From an optimization exercise on the open Yosys and OpenROAD flow, aimed at small area; shortcuts taken in it are not production practice.
Only simulation tests tie the RTL to the original design; equivalence was not proved.
Power is estimated from default activity; no workload was simulated.

==> flow/config.mk <==
export PLATFORM = sky130hd
export DESIGN_NAME = reg_file
export DESIGN_NICKNAME = reg_file
export VERILOG_FILES = /design/flow/design.v
export SDC_FILE = /design/flow/constraint.sdc
export NUM_CORES = 4
export LEC_CHECK = 0
export CAP_MARGIN = 20
export CELL_PAD_IN_SITES_DETAIL_PLACEMENT = 1
export CELL_PAD_IN_SITES_GLOBAL_PLACEMENT = 1
export CORE_MARGIN = 2
export CORE_UTILIZATION = 30
export PLACE_DENSITY = 0.4
export SLEW_MARGIN = 20
export SYNTH_HIERARCHICAL = 1
export SYNTH_MINIMUM_KEEP_SIZE = 0
==> flow/constraint.sdc <==
create_clock -name core_clock -period 10.0 [get_ports {clk}]
set_input_delay 2.0000 -clock core_clock [delete_from_list [all_inputs] [get_ports {clk}]]
set_output_delay 2.0000 -clock core_clock [all_outputs]
set_load 0.01 [all_outputs]
==> flow/design.v <==
package mips_pkg;
  localparam int DATA_W     = 32;
  localparam int REG_ADDR_W = 5;
  localparam int NUM_REGS   = 32;
  localparam logic [REG_ADDR_W-1:0] REG_ZERO = 5'd0;
  localparam logic [REG_ADDR_W-1:0] REG_SP   = 5'd29;
  localparam logic [REG_ADDR_W-1:0] REG_RA   = 5'd31;
endpackage
module rf_read_port
#(
  parameter int DATA_W   = 32,
  parameter int ADDR_W   = 5,
  parameter int NUM_REGS = 32
) (
  input  logic [ADDR_W-1:0]          rd_addr,
  input  logic [NUM_REGS*DATA_W-1:0] regs_flat,
  input  logic [NUM_REGS-1:0]        vld,
  output logic [DATA_W-1:0]          rd_data
);
  logic [NUM_REGS-1:0] sel;
  rf_read_dec #(.ADDR_W(ADDR_W), .NUM_REGS(NUM_REGS)) u_dec (
    .rd_addr (rd_addr),
    .vld     (vld),
    .sel     (sel)
  );
  for (genvar b = 0; b < DATA_W; b++) begin : g_bit
    logic [NUM_REGS-1:0] col;
    for (genvar i = 0; i < NUM_REGS; i++) begin : g_col
      assign col[i] = regs_flat[i*DATA_W + b];
    end
    rf_read_bit u_bit (
      .sel (sel[31:1]),
      .d   (col[31:1]),
      .y   (rd_data[b])
    );
  end
endmodule
module rf_read_dec
#(
  parameter int ADDR_W   = 5,
  parameter int NUM_REGS = 32
) (
  input  logic [ADDR_W-1:0]   rd_addr,
  input  logic [NUM_REGS-1:0] vld,
  output logic [NUM_REGS-1:0] sel
);
  always_comb begin
    sel[0] = 1'b0;
    for (int i = 1; i < NUM_REGS; i++) begin
      sel[i] = (rd_addr == ADDR_W'(i)) && vld[i];
    end
  end
endmodule
module rf_read_bit (
  input  logic [31:1] sel,
  input  logic [31:1] d,
  output logic        y
);
  logic [9:0] t_n;
  for (genvar k = 0; k < 10; k++) begin : g_aoi
    rf_aoi3 u_aoi (
      .s   (sel[3*k+3:3*k+1]),
      .d   (d[3*k+3:3*k+1]),
      .y_n (t_n[k])
    );
  end
  rf_comb u_comb (
    .t_n (t_n),
    .s   (sel[31]),
    .d   (d[31]),
    .y   (y)
  );
endmodule
module rf_aoi3 (
  input  logic [2:0] s,
  input  logic [2:0] d,
  output logic       y_n
);
  assign y_n = ~((s[0] & d[0]) | (s[1] & d[1]) | (s[2] & d[2]));
endmodule
module rf_comb (
  input  logic [9:0] t_n,
  input  logic       s,
  input  logic       d,
  output logic       y
);
  assign y = ~(&t_n) | (s & d);
endmodule
module reg_file
#(
  parameter int DATA_W   = mips_pkg::DATA_W,
  parameter int ADDR_W   = mips_pkg::REG_ADDR_W,
  parameter int NUM_REGS = mips_pkg::NUM_REGS
) (
  input  logic              clk,
  input  logic              rst,
  input  logic [ADDR_W-1:0] rs_addr,
  input  logic [ADDR_W-1:0] rt_addr,
  output logic [DATA_W-1:0] rs_data,
  output logic [DATA_W-1:0] rt_data,
  input  logic              we,
  input  logic [ADDR_W-1:0] wr_addr,
  input  logic [DATA_W-1:0] wr_data,
  input  logic [ADDR_W-1:0] dbg_addr,
  output logic [DATA_W-1:0] dbg_data
);
  logic [NUM_REGS*DATA_W-1:0] regs_flat;
  logic [NUM_REGS-1:0]        vld_q;
  logic [NUM_REGS-1:0]        wr_sel;
  logic [NUM_REGS-1:0]        wr_hold;
  assign regs_flat[DATA_W-1:0] = '0;
  assign vld_q[0]              = 1'b0;
  always_comb begin
    for (int i = 0; i < NUM_REGS; i++) begin
      wr_sel[i]  = we && (wr_addr == ADDR_W'(i));
      wr_hold[i] = !wr_sel[i];
    end
  end
  for (genvar i = 1; i < NUM_REGS; i++) begin : g_reg
    logic [DATA_W-1:0] data_q;
    logic [DATA_W-1:0] data_d;
    for (genvar b = 0; b < DATA_W; b++) begin : g_bit
      rf_wmux u_wmux (
        .ld   (wr_sel[i]),
        .hold (wr_hold[i]),
        .d    (wr_data[b]),
        .q    (data_q[b]),
        .y    (data_d[b])
      );
    end
    always_ff @(posedge clk) begin
      data_q <= data_d;
    end
    always_ff @(posedge clk or posedge rst) begin
      if (rst) begin
        vld_q[i] <= 1'b0;
      end else if (wr_sel[i]) begin
        vld_q[i] <= 1'b1;
      end
    end
    assign regs_flat[i*DATA_W +: DATA_W] = data_q;
  end
  rf_read_port #(.DATA_W(DATA_W), .ADDR_W(ADDR_W), .NUM_REGS(NUM_REGS)) u_rs_port (
    .rd_addr   (rs_addr),
    .regs_flat (regs_flat),
    .vld       (vld_q),
    .rd_data   (rs_data)
  );
  rf_read_port #(.DATA_W(DATA_W), .ADDR_W(ADDR_W), .NUM_REGS(NUM_REGS)) u_rt_port (
    .rd_addr   (rt_addr),
    .regs_flat (regs_flat),
    .vld       (vld_q),
    .rd_data   (rt_data)
  );
  rf_read_port #(.DATA_W(DATA_W), .ADDR_W(ADDR_W), .NUM_REGS(NUM_REGS)) u_dbg_port (
    .rd_addr   (dbg_addr),
    .regs_flat (regs_flat),
    .vld       (vld_q),
    .rd_data   (dbg_data)
  );
endmodule
module rf_wmux (
  input  logic ld,
  input  logic hold,
  input  logic d,
  input  logic q,
  output logic y
);
  assign y = (ld & d) | (hold & q);
endmodule
==> flow/run.sh <==
#!/bin/bash
# synth_recipe.tcl (not shown) runs the flow's synth.tcl, then flattens the netlist and writes it again
# the make line also repeats each setting of config.mk as NAME=value (left out here)
make -C /OpenROAD-flow-scripts/flow DESIGN_CONFIG=/design/flow/config.mk WORK_HOME=/design/flow/orfs CLKGATE_MAP_FILE= SYNTH_SCRIPT=/design/flow/synth_recipe.tcl finish
==> impl_metrics.tcl, run 1 <==
set metrics [dict create \
    final_max_slew_viol_count 0 \
    dieArea_um2 147500 \
    dr_total_vias 50470 \
    wl_per_cell_um 54.69 \
    regArea_um2 20630 \
    place_ws_ns 2.096 \
    htreeDepth 4 \
    grt_max_degree 33 \
    die_w_um 384.0 \
    swShare_pct 30.98 \
    cp.required_ns 8.00 \
    cts_resized 0 \
    crit_path_end_kind "output port" \
    postSynthAreaPerCell_um2 11.91 \
    ys_warn_count 8 \
    final_nets 4141 \
    critPathTopFamily "simple AND/OR/NAND/NOR gates" \
    grt_first_pass_wirelength_um 441400 \
    path_clk_slew_ns 0.06 \
    area_delta_synth_final_pct 23.33 \
    period_needed_ns 8.155 \
    globalplace.congestion 0.9909 \
    io_buffer_count 150 \
    core_um2 143500 \
    setup_tns_ns 0 \
    fill_cells 15270 \
    hold_path_startpoint "vld_q[20]" \
    drv_cap 0 \
    finalPower_mw 12.50 \
    fmax_mhz 122.6 \
    grt.total_usage_pct 43.30 \
    layout_setup_ws_ns 1.845 \
    clk_latency_ns 0.76 \
    hold_path.class "reg2reg" \
    ant_nets 0 \
    multi_input_area_um2 23130 \
    clock_sinks 1023 \
    status "timing/DRC/antenna clean" \
    power.leakage_nw 21.38 \
    pwr-share-clk_pct 39.5 \
    antenna_found_initial 26 \
    hold_end "vld_q[20]" \
    syn_area_um2 43330 \
    p_comb_share_pct 13.7 \
    final_util_pct 37.25 \
    final_hold_viol_count 0 \
    dpl.hpwl_um 201600 \
    cts_tree "built" \
    setup_viol 0 \
    die_y_um 384.0 \
    drc_errors 0 \
    timing.rr.end "g_reg[31].data_q[17]" \
    numCtsBuffers 131 \
    gr-total-overflow 0 \
    max_stage_delay_ns 0.80 \
    pwr-share-seq_pct 46.9 \
    drt_wl_total_um 333400 \
    dr.pass1.iters 14 \
    path_buf_inv 2 \
    drt_iter0_drc 12450 \
    clockBufferDepth 3 \
    pin_count 151 \
    initial_utilization_pct 30.20 \
    critPathLaunchType "input port" \
    viasPerCell 8.279 \
    r2r_cells 1 \
    relSlewSlack_pct 11.86 \
    finalCritPeriodShare_pct 81.55 \
    netlist_instances 3639 \
    ir_worst_vdd_v 0.0001498 \
    r2r_slack_ns 9.20 \
    tightest_slew_ns 1.322 \
    finClkSkew_ns 0 \
    critPathKind "in2out" \
    rows 139 \
    r2r-start "g_reg[31].data_q[17]" \
    layout-drive-gt1-share_pct 13.71 \
    synth_nets 3694 \
    hold_path_depth 1 \
    worst-path-max-fanout 19 \
    holdBufCountCts 0 \
    p_sw_mw 3.873 \
    clockRootBuffer "clkbuf_16" \
    power_density_nw_per_um2 234.0 \
    arrival_ns 6.15 \
    post_cts.repair.setup_buffers 0 \
    path_cells "clkdlybuf4s50_1 -> nor2b_1 -> and3_2 -> a222oi_1 -> nand4_1 -> a2111o_1 -> clkdlybuf4s50_1" \
    crit_slowest_cell "nand4_1" \
    p_int_mw 8.630 \
    grt_setup_unrepaired "no" \
    whs_ns 0.4962 \
    grt_pass1_vias 48360 \
    path_common_cell "clkdlybuf4s50_1" \
]
[worst max path at each step]
stage / cells past startpoint / end / slack, ns / startpoint
3_5_place_dp: 8 / rt_data[20] / 2.10 / rt_addr[4]
3_3_place_gp: 8 / rs_data[10] / 2.12 / rs_addr[3]
5_1_grt: 7 / rt_data[22] / 1.83 / rt_addr[0]
2_1_floorplan: 5 / dbg_data[0] / 4.47 / dbg_addr[2]
4_1_cts: 8 / rt_data[20] / 2.11 / rt_addr[2]
6_report: 7 / rt_data[22] / 1.85 / rt_addr[1]
[power groups by stage]
stage	combinational, mW	sequential, mW	clock [mW]
floorplan	0.912	5.56	0
global placement	1.60	5.79	0
detailed placement	1.65	5.86	0
CTS	1.66	5.80	4.96
global route	1.77	5.94	5.13
finish	1.71	5.86	4.94
[metrics by stage]
step | std cells | cell area, um^2
floorplan | 3639 | 43330
global placement | 5855 | 48940
detailed placement | 5855 | 49020
CTS | 6089 | 53410
global route | 6093 | 53430
finish | 6096 | 53440
[flip-flops by register name, indices dropped and copies added (netlist names)]
signal,count
g.data_q,992
vld_q,31
[area by class of cell]
class	count	share of cell area, %
Antenna cell	6	0.02810
Tap cell	1903	4.456
Clock inverter	41	0.9318
Timing Repair Buffer	335	5.404
Clock buffer	193	7.274
Inverter	1	0.007024
Multi-Input combinational cell	2594	43.29
Sequential cell	1023	38.61
[layout by cell type (no fill, tap or decap), types with 81 or more instances in the layout]
| master | instances |
|---|---|
| a222oi_1 | 960 |
| clkbuf_16 | 136 |
| nand4_1 | 193 |
| dfxtp_1 | 992 |
| a2111o_1 | 96 |
| nand2_1 | 97 |
| and3_2 | 81 |
| clkdlybuf4s50_1 | 147 |
| buf_4 | 184 |
| a22o_1 | 992 |
[routing by layer]
| metal | vias to the layer above | routed length (um) | global-route usage (%) |
|---|---|---|---|
| met5 | - | 136 | 0 |
| met4 | 22 | 24190 | 26.27 |
| met3 | 1187 | 46370 | 16.12 |
| met2 | 4652 | 138600 | 63.47 |
| met1 | 25910 | 124100 | 53.71 |
| li1 | 18700 | - | - |
==> run 2: changes to the inputs <==
==> flow/flow/run.sh (new file) <==
#!/bin/bash
# The standard layout (the standard.sh, standard synthesis unchanged) with
# three changes: the port buffers are the smallest plain buffer instead of a
# delay cell, and the clock tree uses larger sink clusters and no dummy loads.
set -euo pipefail
export BUFFER_PORTS_ARGS="-buffer_cell sky130_fd_sc_hd__buf_1"
export CTS_ARGS="-sink_clustering_enable -repair_clock_nets -dont_use_dummy_load -buf_list sky130_fd_sc_hd__clkbuf_16 -sink_clustering_size 20 -sink_clustering_max_diameter 80"
bash standard.sh > standard.log 2>&1
==> flow/standard.sh (new file) <==
#!/bin/bash
# synth_recipe.tcl (not shown) runs the flow's synth.tcl, then flattens the netlist and writes it again
# the make line also repeats each setting of config.mk as NAME=value (left out here)
make -C /OpenROAD-flow-scripts/flow DESIGN_CONFIG=/design/flow/config.mk WORK_HOME=/design/flow/orfs CLKGATE_MAP_FILE= SYNTH_SCRIPT=/design/flow/synth_recipe.tcl "${@:-finish}"
removed: flow/run.sh
==> impl_metrics.tcl, run 2 <==
set metrics [dict create \
    drv_cap 0 \
    hold_path.class "reg2reg" \
    period_needed_ns 7.359 \
    status "timing/DRC/antenna clean" \
    worst-path-max-fanout 32 \
    crit_path_end_kind "output port" \
    wl_per_cell_um 55.70 \
    htreeDepth 3 \
    layout-drive-gt1-share_pct 10.90 \
    numCtsBuffers 81 \
    drt_wl_total_um 328800 \
    arrival_ns 5.36 \
    final_max_slew_viol_count 0 \
    viasPerCell 8.459 \
    final_nets 4049 \
    post-route-cell-area_um2 49840 \
    grt_first_pass_wirelength_um 435600 \
    core_um2 143500 \
    holdBufCountCts 0 \
    die_y_um 384.0 \
    dieArea_um2 147500 \
    synth_nets 3694 \
    grt_pass1_vias 47510 \
    rows 139 \
    clock_sinks 1023 \
    clk_latency_ns 0.70 \
    finalCritPeriodShare_pct 73.59 \
    r2r_slack_ns 9.22 \
    clockRootBuffer "clkbuf_16" \
    area_delta_synth_final_pct 15.03 \
    path_clk_slew_ns 0.04 \
    die_w_um 384.0 \
    dr_total_vias 49940 \
    power.leakage_nw 19.69 \
    largestRegisters "g.data_q (992), vld_q (31)" \
    clockBufferDepth 3 \
    grt_setup_unrepaired "no" \
    largest_reg_flops 992 \
    syn_area_um2 43330 \
    antenna_found_initial 28 \
    finalPower_mw 10.49 \
    setup_tns_ns 0 \
    grt.total_usage_pct 42.68 \
    placedInstanceArea_um2 47790 \
    ir_worst_vdd_v 0.0001503 \
    post_cts.repair.setup_buffers 0 \
    dr.pass1.iters 13 \
    relSlewSlack_pct 7.711 \
    power_density_nw_per_um2 210.5 \
    finClkSkew_ns 0 \
    ant_nets 0 \
    grt_max_degree 33 \
    drt_iter0_drc 12100 \
    gr-total-overflow 0 \
    critPathLaunchType "input port" \
    whs_ns 0.4899 \
    io_buffer_count 150 \
    postSynthAreaPerCell_um2 11.91 \
    setup_viol 0 \
    critPathKind "in2out" \
    pin_count 151 \
    cts_resized 0 \
    fmax_mhz 135.9 \
    globalplace.congestion 0.9322 \
    cts_tree "built" \
    drc_errors 0 \
    initial_utilization_pct 30.20 \
    tightest_slew_ns 1.384 \
    netlist_instances 3639 \
    regMostFlops "g.data_q" \
    ys_warn_count 8 \
    dpl.hpwl_um 187500 \
    cp.required_ns 8.00 \
    final_hold_viol_count 0 \
    final_cell_mix "a22o_1 (992), dfxtp_1 (992), a222oi_1 (960)" \
]
-- run 2: final timing paths --
kind	end	from	cells past startpoint
setup / recovery	rs_data[5]	rs_addr[0]	8
hold / removal	vld_q[21]	vld_q[21]	1
setup reg to reg	g_reg[9].data_q[4]	g_reg[9].data_q[4]	1
hold reg to reg	vld_q[21]	vld_q[21]	1
max in group asynchronous	vld_q[21]	rst	3
min in group asynchronous	vld_q[8]	rst	2
-- run 2: metrics by stage --
step / setup WS [ns] / utilization [%] / std cells
floorplan: 4.472 / - / 3639
global placement: 2.882 / 33.25 / 5813
detailed placement: 2.870 / 33.31 / 5814
CTS: 2.871 / 34.72 / 5895
global route: 2.683 / 34.73 / 5898
finish: 2.641 / 34.74 / 5903
-- run 2: metal layers --
layer,track usage [%],vias up,part of all wire (%)
met2,62.18,4580,42
met5,0.1624,-,0.040
met1,54.97,25910,38
li1,-,18390,-
met4,22.00,20,6.0
met3,15.46,1039,14
-- run 2: critical path: stages --
cell      delay (ns)
buf_1           0.18
and2_1          0.32
and3_2          0.26
buf_4           0.31
a222oi_1        0.72
nand4_1         0.63
a2111o_1        0.71
buf_1           0.22
-- run 2: cell type report --
cell class	count	area, um^2
diodes	8	20.02
clock buffers	81	2027
fillers	15460	93640
inverters	1	3.754
multi-input cells	2594	23080
flip-flops and latches	1023	20630
well taps	1903	2381
repair buffers	293	1697
-- run 2: power by group --
part	leakage (nW)	total, mW	internal [mW]	switching (mW)
registers	8.61	5.81	4.89	0.915
clock network	0.998	3.06	1.43	1.63
logic	10.1	1.63	0.711	0.915
total	19.7	10.5	7.03	3.46
==> run 3: changes to the inputs <==
--- a/flow/design.v
+++ b/flow/design.v
@@ -44,12 +44,42 @@
   input  logic [NUM_REGS-1:0] vld,
   output logic [NUM_REGS-1:0] sel
 );
+  logic [7:0] hi;
+  logic [3:0] lo;
+  rf_predec3 u_hi (.a(rd_addr[4:2]), .y(hi));
+  rf_predec2 u_lo (.a(rd_addr[1:0]), .y(lo));
+  assign sel[0] = 1'b0;
+  for (genvar i = 1; i < NUM_REGS; i++) begin : g_sel
+    rf_and3 u_and (.a(hi[i/4]), .b(lo[i%4]), .c(vld[i]), .y(sel[i]));
+  end
+endmodule
+module rf_predec3 (
+  input  logic [2:0] a,
+  output logic [7:0] y
+);
   always_comb begin
-    sel[0] = 1'b0;
-    for (int i = 1; i < NUM_REGS; i++) begin
-      sel[i] = (rd_addr == ADDR_W'(i)) && vld[i];
-    end
-  end
+    for (int i = 0; i < 8; i++) begin
+      y[i] = (a == 3'(i));
+    end
+  end
+endmodule
+module rf_predec2 (
+  input  logic [1:0] a,
+  output logic [3:0] y
+);
+  always_comb begin
+    for (int i = 0; i < 4; i++) begin
+      y[i] = (a == 2'(i));
+    end
+  end
+endmodule
+module rf_and3 (
+  input  logic a,
+  input  logic b,
+  input  logic c,
+  output logic y
+);
+  assign y = a & b & c;
 endmodule
 module rf_read_bit (
   input  logic [31:1] sel,
@@ -110,15 +140,25 @@
   logic [NUM_REGS-1:0]        wr_hold;
   assign regs_flat[DATA_W-1:0] = '0;
   assign vld_q[0]              = 1'b0;
-  always_comb begin
-    for (int i = 0; i < NUM_REGS; i++) begin
-      wr_sel[i]  = we && (wr_addr == ADDR_W'(i));
-      wr_hold[i] = !wr_sel[i];
-    end
+  logic [7:0] wr_hi;
+  logic [3:0] wr_lo;
+  rf_wr_predec3 u_wr_hi (.en(we), .a(wr_addr[4:2]), .y(wr_hi));
+  rf_predec2    u_wr_lo (.a(wr_addr[1:0]), .y(wr_lo));
+  assign wr_sel[0]  = 1'b0;
+  assign wr_hold[0] = 1'b1;
+  for (genvar i = 1; i < NUM_REGS; i++) begin : g_wdec
+    rf_wr_dec u_dec (
+      .hi   (wr_hi[i/4]),
+      .lo   (wr_lo[i%4]),
+      .ld   (wr_sel[i]),
+      .hold (wr_hold[i])
+    );
   end
   for (genvar i = 1; i < NUM_REGS; i++) begin : g_reg
     logic [DATA_W-1:0] data_q;
     logic [DATA_W-1:0] data_d;
+    logic              vld_d;
+    rf_or2 u_vld (.a(vld_q[i]), .b(wr_sel[i]), .y(vld_d));
     for (genvar b = 0; b < DATA_W; b++) begin : g_bit
       rf_wmux u_wmux (
         .ld   (wr_sel[i]),
@@ -134,8 +174,8 @@
     always_ff @(posedge clk or posedge rst) begin
       if (rst) begin
         vld_q[i] <= 1'b0;
-      end else if (wr_sel[i]) begin
-        vld_q[i] <= 1'b1;
+      end else begin
+        vld_q[i] <= vld_d;
       end
     end
     assign regs_flat[i*DATA_W +: DATA_W] = data_q;
@@ -168,3 +208,30 @@
 );
   assign y = (ld & d) | (hold & q);
 endmodule
+module rf_wr_predec3 (
+  input  logic       en,
+  input  logic [2:0] a,
+  output logic [7:0] y
+);
+  always_comb begin
+    for (int i = 0; i < 8; i++) begin
+      y[i] = en && (a == 3'(i));
+    end
+  end
+endmodule
+module rf_wr_dec (
+  input  logic hi,
+  input  logic lo,
+  output logic ld,
+  output logic hold
+);
+  assign ld   = hi & lo;
+  assign hold = ~(hi & lo);
+endmodule
+module rf_or2 (
+  input  logic a,
+  input  logic b,
+  output logic y
+);
+  assign y = a | b;
+endmodule
==> flow/flow/run.sh (replaced) <==
#!/bin/bash
# The standard layout (the standard.sh, standard synthesis unchanged) with
# three changes: the port buffers are the smallest plain buffer instead of a
# delay cell, and the clock tree uses larger sink clusters and no dummy loads.
set -euo pipefail
export BUFFER_PORTS_ARGS="-buffer_cell sky130_fd_sc_hd__buf_1"
export CTS_ARGS="-sink_clustering_enable -repair_clock_nets -dont_use_dummy_load -buf_list sky130_fd_sc_hd__clkbuf_16 -sink_clustering_size 25 -sink_clustering_max_diameter 100"
bash standard.sh > standard.log 2>&1
==> flow/config.mk (replaced) <==
export PLATFORM = sky130hd
export DESIGN_NAME = reg_file
export DESIGN_NICKNAME = reg_file
export VERILOG_FILES = /design/flow/design.v
export SDC_FILE = /design/flow/constraint.sdc
export NUM_CORES = 4
export LEC_CHECK = 0
export CAP_MARGIN = 10
export CELL_PAD_IN_SITES_DETAIL_PLACEMENT = 1
export CELL_PAD_IN_SITES_GLOBAL_PLACEMENT = 1
export CORE_MARGIN = 2
export CORE_UTILIZATION = 35
export PLACE_DENSITY = 0.45
export SLEW_MARGIN = 10
export SYNTH_HIERARCHICAL = 1
export SYNTH_MINIMUM_KEEP_SIZE = 0
==> impl_metrics.tcl, run 3 <==
set metrics [dict create \
    grt_pass1_vias 47860 \
    hold_path_depth 1 \
    grt_setup_unrepaired "no" \
    final_cell_mix "a22o_1 (992), dfxtp_1 (992), a222oi_1 (960)" \
    grt_first_pass_wirelength_um 394900 \
    regArea_um2 20630 \
    p_int_mw 6.504 \
    final_hold_viol_count 0 \
    drc_errors 0 \
    globalplace.congestion 1.034 \
    finalCritPeriodShare_pct 74.80 \
    drv_cap 0 \
    synth_nets 3649 \
    finClkSkew_ns 0 \
    drt_wl_total_um 293200 \
    htreeDepth 2 \
    post_cts.repair.setup_buffers 0 \
    finalPower_mw 9.662 \
    ant_nets 0 \
    timing.rr.end "vld_q[27]" \
    fill_cells 13040 \
    wl_per_cell_um 52.81 \
    initial_utilization_pct 35.33 \
    p_comb_share_pct 15.3 \
    path_cells "buf_1 -> nor3b_1 -> and3_2 -> a222oi_1 -> nand4_1 -> a2111o_1 -> buf_1" \
    dr.pass1.iters 17 \
    numCtsBuffers 51 \
    holdBufCountCts 0 \
    r2r_cells 1 \
    power_density_nw_per_um2 200.6 \
    syn_area_um2 43060 \
    p_sw_mw 3.158 \
    clockBufferDepth 3 \
    regMostFlops "g.data_q" \
    die_y_um 354.8 \
    pin_count 151 \
    dieArea_um2 125900 \
    critPathLaunchType "input port" \
    pwr-share-seq_pct 60.1 \
    r2r_slack_ns 9.13 \
    gr-total-overflow 0 \
    wl_met1_um 108000 \
    crit_path_end_kind "output port" \
    postSynthAreaPerCell_um2 11.98 \
    clock_sinks 1023 \
    clk_latency_ns 0.72 \
    layout-drive-gt1-share_pct 9.717 \
    netlist_instances 3594 \
    clockRootBuffer "clkbuf_16" \
    pwr-share-clk_pct 24.6 \
    io_buffer_count 150 \
    dr_total_vias 49300 \
    grt.total_usage_pct 44.18 \
    crit_slowest_cell "and3_2" \
    multi_input_area_um2 22660 \
    path_common_cell "buf_1" \
    arrival_ns 5.48 \
    path_clk_slew_ns 0.08 \
    rows 128 \
    wl_met3_um 49000 \
    die_w_um 354.8 \
    drt_iter0_drc 13150 \
    r2r-start "vld_q[27]" \
    tightest_slew_ns 1.407 \
    grt_max_degree 34 \
    setup_tns_ns 0 \
    critPathKind "in2out" \
    ys_warn_count 10 \
    final_nets 3978 \
    ir_worst_vdd_v 0.0001357 \
    worst-path-max-fanout 32 \
    largest_reg_flops 992 \
    swShare_pct 32.69 \
    antenna_found_initial 24 \
    fmax_mhz 133.7 \
    hold_path.class "reg2reg" \
    viasPerCell 8.878 \
    final_max_slew_viol_count 0 \
    status "timing/DRC/antenna clean" \
    largestRegisters "g.data_q (992), vld_q (31)" \
    wl_met2_um 116600 \
    setup_viol 0 \
    cts_resized 0 \
    area_delta_synth_final_pct 11.83 \
    top_layer "met5" \
    core_um2 121900 \
    cts_tree "built" \
    hold_end "vld_q[16]" \
    cp.required_ns 8.00 \
    dpl.hpwl_um 158900 \
    max_stage_delay_ns 1.11 \
    power.leakage_nw 19.03 \
    hold_path_startpoint "vld_q[16]" \
    relSlewSlack_pct 6.173 \
    period_needed_ns 7.480 \
]
run 3: cell types whose count changed in the layout (fill, tap and decap cells not counted), moves of 11 or more:
cell       change
a21o_1        -31
clkbuf_2      -11
or2_1         +31
buf_1         +11
buf_4         -16
clkbuf_16     -30
nor2_4        -31
and2_2        +35
run 3: worst max-delay path, delay by kind of cell:
kind	cells	cell delay, ns
AO/OA/AOI/OAI	2	0.52
buffers and inverters	2	0.42
AND/OR/NAND/NOR	3	2.52
run 3: layer usage:
layer  track usage [%]  up-vias
li1                  -    18170
met3             20.28     1312
met2             61.90     4863
met5             1.283        -
met1             55.56    24930
met4             24.75       30
run 3: how the worst max path moves through the flow:
stage	from	endpoint	slack, ns
CTS	rs_addr[4]	rs_data[5]	2.87
detailed placement	rs_addr[4]	rs_data[5]	2.89
floorplan	dbg_addr[0]	dbg_data[0]	4.47
global route	rs_addr[4]	rs_data[16]	2.53
finish	rs_addr[4]	rs_data[5]	2.52
global placement	rs_addr[4]	rs_data[5]	2.85
run 3: power groups by stage:
stage / clock network [mW] / registers (mW) / logic (mW)
2_1_floorplan: 0 / 5.56 / 0.899
3_3_place_gp: 0 / 5.74 / 1.36
3_5_place_dp: 0 / 5.83 / 1.42
4_1_cts: 2.38 / 5.74 / 1.42
5_1_grt: 2.53 / 5.90 / 1.54
6_report: 2.38 / 5.80 / 1.48
run 3: final cells by class:
cell class	instances	area share, %
sequential	1023	42.85
tap	1625	4.222
antenna	7	0.03637
timing repair buffer	276	3.188
multi-input combinational	2570	47.05
clock buffer	51	2.650
inverter	1	0.007795
run 3: metrics by stage:
stage               cell area, um^2  utilization [%]  setup slack, ns  hold WS, ns  instances
finish                        48160            39.51            2.520       0.5186       5553
global route                  48140            39.50            2.534       0.5458       5547
CTS                           48140            39.50            2.871       0.5179       5546
detailed placement            46860            38.45            2.894       0.4989       5495
global placement              46860            38.45            2.851       0.4745       5495
floorplan                     43060                -            4.473       0.4546       3594

static timing again, ports no longer ideal:
Ports are ideal in the flow. The routed layouts listed here were re-timed in OpenROAD.
Step 1 (the two cells are an assumption about what drives the block):
set clk [get_ports {clk}]
set_driving_cell -lib_cell sky130_fd_sc_hd__clkbuf_16 $clk
set_driving_cell -lib_cell sky130_fd_sc_hd__buf_2 [delete_from_list [all_inputs] $clk]
Step 2 times the ports against the registers' clock, not the clock port: input delays grow and output delays shrink by t, the midpoint of the rising clock arrivals with the driver on.
a / b / c = ideal / step 1 / step 2; a / b = the first two.
run | shift t [ns] | slack for setup (ns) | worst hold slack (ns)
run 1 | 0.851 | 1.845 / 1.823 / 1.823 | 0.496 / 0.496 / 0.496
run 2 | 0.784 | 2.641 / 2.615 / 2.615 | 0.490 / 0.490 / 0.490
run 3 | 0.785 | 2.520 / 2.467 / 2.467 | 0.519 / 0.519 / 0.519
After both steps every run listed still meets setup and hold. The setup slack of run 3, which loses most, moves by -0.053 ns with the drivers and by -0.053 ns with both steps.
